Context: an optimization exercise on an open-source flow, tuned for small area. The choices shown serve that exercise and are no tape-out recipe. The RTL was checked by simulation tests, not by an equivalence proof against the original design. Power figures rest on the tool's default switching activity, not on a simulated workload.

// led_cube_scan_driver
module led_cube_scan_driver #(
  parameter int          N            = 8,
  parameter int          LAYER_DWELL  = 50000,
  parameter int          BLANK_CYCLES = 500,
  parameter logic [7:0]  SYNC_BYTE    = 8'hA5
) (
  input  logic             clk,
  input  logic             reset_n,
  input  logic             enable,
  input  logic [7:0]       in_data,
  input  logic             in_valid,
  output logic             in_ready,
  output logic [N*N-1:0]   col_out,
  output logic [N-1:0]     layer_out,
  output logic             frame_tick,
  output logic [7:0]       frame_count,
  output logic             sync_err
);
  localparam int NBITS  = N * N * N;
  localparam int NBYTES = NBITS / 8;        
  localparam int AW     = (NBYTES > 1) ? $clog2(NBYTES) : 1;
  localparam int LW     = (N > 1) ? $clog2(N) : 1;
  localparam int WB     = N * N;            
  localparam int NL     = WB / 8;           
  localparam int JW     = (NL > 1) ? $clog2(NL) : 1;
  localparam int NR     = N - 1;            
  localparam int CMAX   = (LAYER_DWELL > BLANK_CYCLES) ? LAYER_DWELL : BLANK_CYCLES;
  localparam int CW     = $clog2(CMAX + 1);
  logic            r_data;       
  logic [AW-1:0]   r_bidx;       
  logic            r_pending;
  logic            r_sync_err;
  logic            w_xfer;
  logic            w_wdata;
  logic            w_last;
  logic [LW-1:0]   w_word;       
  logic [JW-1:0]   w_lane;       
  logic [WB-1:0]   r_bw0;
  ...
Size in the first run: about 30000 µm² of cells after synthesis.
==> flow/config.mk <==
export PLATFORM = sky130hd
export DESIGN_NAME = led_cube_scan_driver
export DESIGN_NICKNAME = led_cube_scan_driver
export VERILOG_FILES = /design/flow/design.v
export SDC_FILE = /design/flow/constraint.sdc
export NUM_CORES = 4
export LEC_CHECK = 0
export CAP_MARGIN = 20
export CORE_MARGIN = 2
export CORE_UTILIZATION = 70
export CTS_BUF_LIST = sky130_fd_sc_hd__clkbuf_8
export CTS_CLUSTER_DIAMETER = 50
export CTS_CLUSTER_SIZE = 16
export PLACE_DENSITY = 0.8
export SLEW_MARGIN = 20
==> flow/constraint.sdc <==
create_clock -name core_clock -period 20.0 [get_ports {clk}]
set_input_delay 4.0000 -clock core_clock [delete_from_list [all_inputs] [get_ports {clk}]]
set_output_delay 4.0000 -clock core_clock [all_outputs]
set_load 0.01 [all_outputs]
standard.sh (not shown) runs the stock make flow with config.mk's settings and CLKGATE_MAP_FILE= SYNTH_SCRIPT=/design/flow/synth_recipe.tcl, a recipe that flattens the netlist after the stock synthesis.
==> flow/flow/run.sh <==
#!/bin/bash
# The standard layout (standard.sh: the standard synthesis, then ORFS from
# floorplan to finish) with three changes:
# * after the standard synthesis, its combinational logic is re-mapped by ABC
#   for area (flow/remap.ys); every flip-flop instance is kept as it is, and
#   flow/equiv.ys checks the new netlist against the standard one (if that
#   check fails, the standard netlist is used);
# * the port buffers ORFS puts on every input and output are buf_1;
# * clock tree synthesis clusters 16 sinks per clkbuf_8 and adds no dummy loads.
# Each tool's output goes to a log file of its own in this folder.
set -euo pipefail
LIB=$FLOW_HOME/platforms/sky130hd/lib/sky130_fd_sc_hd__tt_025C_1v80.lib
R=$PWD/orfs/results/sky130hd/led_cube_scan_driver/base
YOSYS=$FLOW_HOME/../tools/install/yosys/bin/yosys
[[ -x $YOSYS ]] || YOSYS=yosys
CTS="-sink_clustering_enable -repair_clock_nets -sink_clustering_size 20 -sink_clustering_max_diameter 60 -buf_list sky130_fd_sc_hd__clkbuf_8 -dont_use_dummy_load"
ARGS=("BUFFER_PORTS_ARGS=-buffer_cell sky130_fd_sc_hd__buf_1" "CTS_ARGS=$CTS")

bash standard.sh "${ARGS[@]}" synth > synth.log 2>&1

cp "$R/1_2_yosys.v" std_1_2_yosys.v
sed -e "s#@LIB@#$LIB#g" -e "s#@IN@#std_1_2_yosys.v#" -e "s#@OUT@#remap_1_2_yosys.v#" flow/remap.ys > remap_run.ys
sed -e "s#@LIB@#$LIB#g" -e "s#@GOLD@#std_1_2_yosys.v#" -e "s#@GATE@#remap_1_2_yosys.v#" flow/equiv.ys > equiv_run.ys
if "$YOSYS" -s remap_run.ys > remap.log 2>&1 && "$YOSYS" -s equiv_run.ys > equiv.log 2>&1; then
  cp remap_1_2_yosys.v "$R/1_2_yosys.v"
  touch "$R/1_2_yosys.v"
  echo "using the re-mapped netlist" > netlist_choice.log
else
  echo "re-map or its check failed: using the standard netlist" > netlist_choice.log
fi

bash standard.sh "${ARGS[@]}" finish > finish.log 2>&1
Other scripts of this flow, unchanged in this note and not shown: flow/flow/equiv.ys, flow/flow/remap.ys
The starting point ran to the end with no violations.
==> next run, changes <==
--- a/flow/flow/run.sh
+++ b/flow/flow/run.sh
@@ -16 +16 @@
-CTS="-sink_clustering_enable -repair_clock_nets -sink_clustering_size 20 -sink_clustering_max_diameter 60 -buf_list sky130_fd_sc_hd__clkbuf_8 -dont_use_dummy_load"
+CTS="-sink_clustering_enable -repair_clock_nets -sink_clustering_size 40 -sink_clustering_max_diameter 45 -buf_list sky130_fd_sc_hd__clkbuf_16 -dont_use_dummy_load"
Design area increases by 2.7%.
Combinational power grows by about 2%.
Via count came out higher by 2.2%.
Die area stays the same.
Fmax falls by 0.52%.
==> next run, changes <==
--- a/flow/flow/run.sh
+++ b/flow/flow/run.sh
@@ -16 +16 @@
-CTS="-sink_clustering_enable -repair_clock_nets -sink_clustering_size 40 -sink_clustering_max_diameter 45 -buf_list sky130_fd_sc_hd__clkbuf_16 -dont_use_dummy_load"
+CTS="-sink_clustering_enable -repair_clock_nets -sink_clustering_size 16 -sink_clustering_max_diameter 50 -buf_list sky130_fd_sc_hd__clkbuf_8 -dont_use_dummy_load"
Settings changed: CORE_UTILIZATION 70 to 60, PLACE_DENSITY 0.8 to 0.7.
Effect: The changed run produced a clean layout. Worst hold slack loses 0.016 ns. Clock-buffer cell count rose by 12. Power decreases by 6.3%. Wire length came out lower by 6.0%. Final cell count went up by 5.3%. Clock power shrinks by 22%. Core utilization decreases by 12 points. Die area increases by 16%. Clock skew climbs by 0.021 ns. First-iteration DRC count went down by 30%.
==> next run, changes <==
--- a/flow/flow/run.sh
+++ b/flow/flow/run.sh
@@ -16 +16 @@
-CTS="-sink_clustering_enable -repair_clock_nets -sink_clustering_size 16 -sink_clustering_max_diameter 50 -buf_list sky130_fd_sc_hd__clkbuf_8 -dont_use_dummy_load"
+CTS="-sink_clustering_enable -repair_clock_nets -sink_clustering_size 18 -sink_clustering_max_diameter 60 -buf_list sky130_fd_sc_hd__clkbuf_8 -dont_use_dummy_load"
Settings changed: CORE_UTILIZATION 60 to 70, PLACE_DENSITY 0.7 to 0.8.
Clock-buffer cell count falls by 10.
Non-clock buffer count falls by 1.
Area after synthesis stays the same.
Via count rises by 0.76%.
Core utilization rises by 10 points.
==> next run, changes <==
--- a/flow/flow/run.sh
+++ b/flow/flow/run.sh
@@ -16 +16 @@
-CTS="-sink_clustering_enable -repair_clock_nets -sink_clustering_size 18 -sink_clustering_max_diameter 60 -buf_list sky130_fd_sc_hd__clkbuf_8 -dont_use_dummy_load"
+CTS="-sink_clustering_enable -repair_clock_nets -sink_clustering_size 16 -sink_clustering_max_diameter 50 -buf_list sky130_fd_sc_hd__clkbuf_8 -dont_use_dummy_load"
Settings changed: GPL_ROUTABILITY_DRIVEN from default to 0, GPL_TIMING_DRIVEN from default to 0.
The changed run produced a clean layout.
Hold slack gets worse by 0.028 ns.
Critical path depth shrinks by 2.
Clock power grows by a few percent.
Area after synthesis stays the same.
Wire length grows by a few percent.
Global-route usage grows by 0.70 points.
==> next run, changes <==
--- a/flow/flow/run.sh
+++ b/flow/flow/run.sh
@@ -9 +9,2 @@
-# * clock tree synthesis clusters 16 sinks per clkbuf_8 and adds no dummy loads.
+# * clock tree synthesis clusters up to 18 sinks per clkbuf_8 and adds no dummy
+#   loads.
@@ -16 +17 @@
-CTS="-sink_clustering_enable -repair_clock_nets -sink_clustering_size 16 -sink_clustering_max_diameter 50 -buf_list sky130_fd_sc_hd__clkbuf_8 -dont_use_dummy_load"
+CTS="-sink_clustering_enable -repair_clock_nets -sink_clustering_size 18 -sink_clustering_max_diameter 60 -buf_list sky130_fd_sc_hd__clkbuf_8 -dont_use_dummy_load"
Settings changed: GPL_ROUTABILITY_DRIVEN 0 to default, GPL_TIMING_DRIVEN 0 to default.
After rerunning: The new run went through all stages and came out clean; cell count is about the same; worst setup slack is worse by 0.28 ns; critical path depth rose by 2; routed wire length falls by 2.5%; register-to-register slack improves by 0.04 ns; total power goes down by 1.6%; count of clock-buffer cells in the layout drops by 9; area after synthesis is unchanged; final area decreases by about 1.2%; combinational power fell by about 3%; non-clock buffer count grows by 3.

-- port drivers added, routing unchanged --
The results above use ideal ports. As a check the final layouts listed here were re-extracted and re-timed, cells and wires unchanged.
Step 1 (the two cells are an assumption about what drives the block):
set clk [get_ports {clk}]
set_driving_cell -lib_cell sky130_fd_sc_hd__clkbuf_16 $clk
set_driving_cell -lib_cell sky130_fd_sc_hd__buf_2 [delete_from_list [all_inputs] $clk]
Step 2 times the ports against the registers' clock, not the clock port: input delays grow and output delays shrink by t, the midpoint of the rising clock arrivals with the driver on.
Three values: ideal ports, drivers, drivers and shift; two values: the first two.
run | t (ns) | setup slack, ns | hold slack, ns
the first run | 0.693 | 12.356 / 12.295 / 12.988 | 0.307 / 0.307 / 0.307
the second run | 0.637 | 12.317 / 12.260 / 12.897 | 0.302 / 0.302 / 0.302
the third run | 0.722 | 12.834 / 12.777 / 13.388 | 0.286 / 0.286 / 0.286
the fourth run | 0.696 | 12.363 / 12.302 / 12.997 | 0.323 / 0.323 / 0.323
the fifth run | 0.690 | 12.639 / 12.584 / 12.891 | 0.295 / 0.295 / 0.295
the sixth run | 0.696 | 12.363 / 12.302 / 12.997 | 0.323 / 0.323 / 0.323
After both steps setup and hold are still met in every run listed.
